What follows belongs to an exercise in optimizing a design on an open flow for small area; a production flow would make more cautious choices. In this exercise RTL edits were held to simulation tests only and were not proved equivalent to the original. Power and IR drop assume default switching activity.

== the reference run ==
Design trap_unit, start of the top module:
module trap_unit (
  input  logic                               clk,
  input  logic                               reset,
  input  logic                               stall_n,
  input  logic                               hold_flag,
  input  logic                               exception_if,
  input  logic [3:0]                         cause_if,
  input  logic                               exception_id,
  input  logic [3:0]                         cause_id,
  input  logic [trap_pkg::xlen-1:0]          pc_id_ex,
  input  logic                               jump_en,
  input  logic [trap_pkg::xlen-1:0]          jump_addr,
  input  logic                               csr_valid,
  input  logic                               csr_write,
  input  logic [11:0]                        csr_addr,
  input  logic [trap_pkg::xlen-1:0]          csr_wdata,
  input  logic                               mret,
  input  logic [trap_pkg::ext_irq_lines-1:0] irq_lines,
  output logic [trap_pkg::xlen-1:0]          csr_rdata,
  output logic                               trap_taken,
  output logic [trap_pkg::xlen-1:0]          trap_target,
  output logic                               any_interrupt
);
  logic sel_mstatus, sel_mie, sel_mtvec, sel_mepc, sel_mcause, sel_mtval, sel_mip;
  logic sel_cmp_lo, sel_cmp_hi, sel_mask, sel_time_lo, sel_time_hi;
  logic csr_wr;
  assign sel_mstatus = csr_addr == trap_pkg::csr_mstatus_addr;
  assign sel_mie     = csr_addr == trap_pkg::csr_mie_addr;
  assign sel_mtvec   = csr_addr == trap_pkg::csr_mtvec_addr;
  assign sel_mepc    = csr_addr == trap_pkg::csr_mepc_addr;
  assign sel_mcause  = csr_addr == trap_pkg::csr_mcause_addr;
  assign sel_mtval   = csr_addr == trap_pkg::csr_mtval_addr;
  assign sel_mip     = csr_addr == trap_pkg::csr_mip_addr;
  assign sel_cmp_lo  = csr_addr == trap_pkg::csr_mtimecmp_lo_addr;
  assign sel_cmp_hi  = csr_addr == trap_pkg::csr_mtimecmp_hi_addr;
  assign sel_mask    = csr_addr == trap_pkg::csr_irq_mask_addr;
  assign sel_time_lo = csr_addr == trap_pkg::csr_mtime_lo_addr;
  assign sel_time_hi = csr_addr == trap_pkg::csr_mtime_hi_addr;
  assign csr_wr      = csr_valid && csr_write;
  logic       exc_if_occ, exc_ex_occ;
  logic [3:0] exc_if_cause, exc_ex_cause;
  always_ff @(posedge clk) begin
  ...
Size in the first run: roughly 1700 cells after synthesis, roughly 320 flip-flops, roughly 200 I/O pins, ~15000 sq um of cells after synthesis.
export LEC_CHECK = 0
export CAP_MARGIN = 20
export CORE_MARGIN = 2
export CORE_UTILIZATION = 40
export SLEW_MARGIN = 20
create_clock -name core_clock -period 5.5 [get_ports {clk}]
standard.sh (not shown) runs the stock make flow with config.mk's settings and CLKGATE_MAP_FILE= SYNTH_SCRIPT=/design/flow/synth_recipe.tcl, a recipe that flattens the netlist after the stock synthesis.
==> flow/flow/run.sh <==
#!/bin/bash
# Own flow: the standard layout (standard.sh) with
#  - port buffers made from the smallest buffer cell (buf_1),
#  - a clock tree without dummy loads,
#  - (if flow/area.abc exists) an area-oriented ABC mapping script in the synthesis.
# Each tool's output is logged in this folder (standard_flow.log, and ORFS's own logs under orfs/logs).
set -euo pipefail
W=$(pwd)
export OWN_WORK=$W
export OWN_ABC_SCRIPT=$W/flow/area.abc
export BUFFER_PORTS_ARGS="-buffer_cell sky130_fd_sc_hd__buf_1"
export CTS_ARGS="-sink_clustering_enable -repair_clock_nets -dont_use_dummy_load -buf_list sky130_fd_sc_hd__clkbuf_8 -sink_clustering_size 14 -sink_buffer_max_cap_derate 1.0 -sink_clustering_max_diameter 100"
bash standard.sh "SYNTH_SCRIPT=$W/flow/synth_wrap.tcl" "BUFFER_PORTS_ARGS=$BUFFER_PORTS_ARGS" "CTS_ARGS=$CTS_ARGS"  finish > standard_flow.log 2>&1
==> flow/flow/area.abc <==
strash
&get -n
&st
&dch
&nf
&put
topo
stime -c
==> flow/flow/synth_wrap.tcl <==
# The standard flow's synthesis script with Yosys's abc call given the area-oriented ABC script in
# flow/area.abc; every other step (registers included) is the standard synthesis's.
proc abc {args} {
  set i [lsearch -exact $args -script]
  if {$i >= 0} { lset args [expr {$i + 1}] $::env(OWN_ABC_SCRIPT) }
  yosys abc {*}$args
}
source $::env(OWN_WORK)/synth_recipe.tcl
Here is what was changed in the inputs of the trial run compared with the reference run.
-- flow/design.v --
<<< the reference run, line 136
  logic        mtip;
  logic        inc_en;
  logic [4:0]  blk_carry;
  logic [64:0] carry;
  logic [63:0] mtime_inc;
>>> the trial run, line 136
  logic        mtip;
  logic        inc_en;
  logic [8:0]  blk_carry;
  logic [64:0] carry;
  logic [63:0] mtime_inc;
<<< the reference run, line 143
  always_comb begin
    blk_carry[0] = inc_en;
    for (int k = 0; k < 4; k++) blk_carry[k+1] = blk_carry[k] & (&mtime[16*k +: 16]);
    for (int k = 0; k < 4; k++) begin
      carry[16*k] = blk_carry[k];
      for (int j = 0; j < 16; j++) begin
        mtime_inc[16*k+j] = mtime[16*k+j] ^ carry[16*k+j];
        carry[16*k+j+1]   = mtime[16*k+j] & carry[16*k+j];
      end
    end
>>> the trial run, line 143
  always_comb begin
    blk_carry[0] = inc_en;
    for (int k = 0; k < 8; k++) blk_carry[k+1] = blk_carry[k] & (&mtime[8*k +: 8]);
    for (int k = 0; k < 8; k++) begin
      carry[8*k] = blk_carry[k];
      for (int j = 0; j < 8; j++) begin
        mtime_inc[8*k+j] = mtime[8*k+j] ^ carry[8*k+j];
        carry[8*k+j+1]   = mtime[8*k+j] & carry[8*k+j];
      end
    end
<<< the reference run, line 158
    mtime[63:32] <= (reset || (csr_wr && sel_time_hi)) ? wdata_rst0 : mtime_inc[63:32];
  end
  logic [63:0] mtimecmp_n;
  assign mtimecmp = ~mtimecmp_n;
  always_ff @(posedge clk) begin
    if (reset) begin
      mtimecmp_n <= '0;
    end else if (csr_wr) begin
      if (sel_cmp_lo) mtimecmp_n[31:0]  <= ~csr_wdata;
      if (sel_cmp_hi) mtimecmp_n[63:32] <= ~csr_wdata;
    end
  end
>>> the trial run, line 158
    mtime[63:32] <= (reset || (csr_wr && sel_time_hi)) ? wdata_rst0 : mtime_inc[63:32];
  end
  always_ff @(posedge clk) begin
    if (reset) begin
      mtimecmp <= '1;
    end else if (csr_wr) begin
      if (sel_cmp_lo) mtimecmp[31:0]  <= csr_wdata;
      if (sel_cmp_hi) mtimecmp[63:32] <= csr_wdata;
    end
  end
<<< the reference run, line 175
      gt_blk = 1'b0;
      for (int j = 0; j < 8; j++) begin
        ge_blk = (mtime[8*k+j] & mtimecmp_n[8*k+j]) | (mtime[8*k+j] & ge_blk) | (mtimecmp_n[8*k+j] & ge_blk);
        gt_blk = (mtime[8*k+j] & mtimecmp_n[8*k+j]) | (mtime[8*k+j] & gt_blk) | (mtimecmp_n[8*k+j] & gt_blk);
      end
      time_ge = time_ge ? ge_blk : gt_blk;
>>> the trial run, line 173
      gt_blk = 1'b0;
      for (int j = 0; j < 8; j++) begin
        ge_blk = (mtime[8*k+j] & ~mtimecmp[8*k+j]) | (mtime[8*k+j] & ge_blk) | (~mtimecmp[8*k+j] & ge_blk);
        gt_blk = (mtime[8*k+j] & ~mtimecmp[8*k+j]) | (mtime[8*k+j] & gt_blk) | (~mtimecmp[8*k+j] & gt_blk);
      end
      time_ge = time_ge ? ge_blk : gt_blk;
[summary]
The reference run ended with every stage complete and zero timing, DRC or antenna violations. The trial run finished every stage and its layout cleared the timing, DRC and antenna checks. Compared with the reference run, the trial run shows wire length after detailed routing that has gone up by a few percent. The via count of the first global-routing pass reported for the trial run is greater than that of the reference run by about 4%. Detailed route, the trial run vs the reference run: via total higher for the trial run. Overall power after layout: the trial run and the reference run compared, lower one is the reference run. Between the reference run and the trial run, wire length of the first global-routing pass increased. The trial run vs the reference run, core region area went up by about 3%. Of the trial run and the reference run, the lower number of placement rows belongs to the reference run. The highest clock frequency the design can meet in the trial run sits 1.5% below the value recorded for the reference run. Sort the trial run and the reference run by buffering stage count on the worst path with inverters included asc -> top: the reference run. Re growth of design area from synthesis to finish: the trial run and the reference run aren't equal, and the lower value belongs to the reference run. The trial run against the reference run: area fraction in compound gates after synthesis lost 4.6 points, amount of wire on met2 after detailed routing picked up an extra about 6%, worst hold slack lost 0.024 ns, synthesized cell count picked up an extra 102.

static timing again, ports no longer ideal:
The results above use ideal ports. As a check the final layouts listed here were re-extracted and re-timed, cells and wires unchanged.
Step 1 sets driving cells, clkbuf_16 on the clock port and buf_2 on the other inputs (assumed; they add their load-dependent delay and slew).
Step 2 also shifts input and output timing later by t, the mid clock arrival at the registers, as if the neighbouring blocks saw the same clock.
Three values: no drivers, after step 1, after step 2; two values: the first two.
run | t (ns) | slack for setup (ns) | worst setup path at the end | latest minus earliest clock arrival (ns) | worst data-port slew with drivers (ns)
the reference run | 0.621 | 0.303 / 0.255 / 0.081 | input to register | 0.034 / 0.035 | 0.04
the trial run | 0.627 | 0.225 / 0.176 / 0.188 | input to register | 0.035 / 0.036 | 0.05
After both steps every run listed still meets setup and hold. The setup slack of the reference run, which loses most, moves by -0.048 ns with the drivers and by -0.222 ns with both steps.
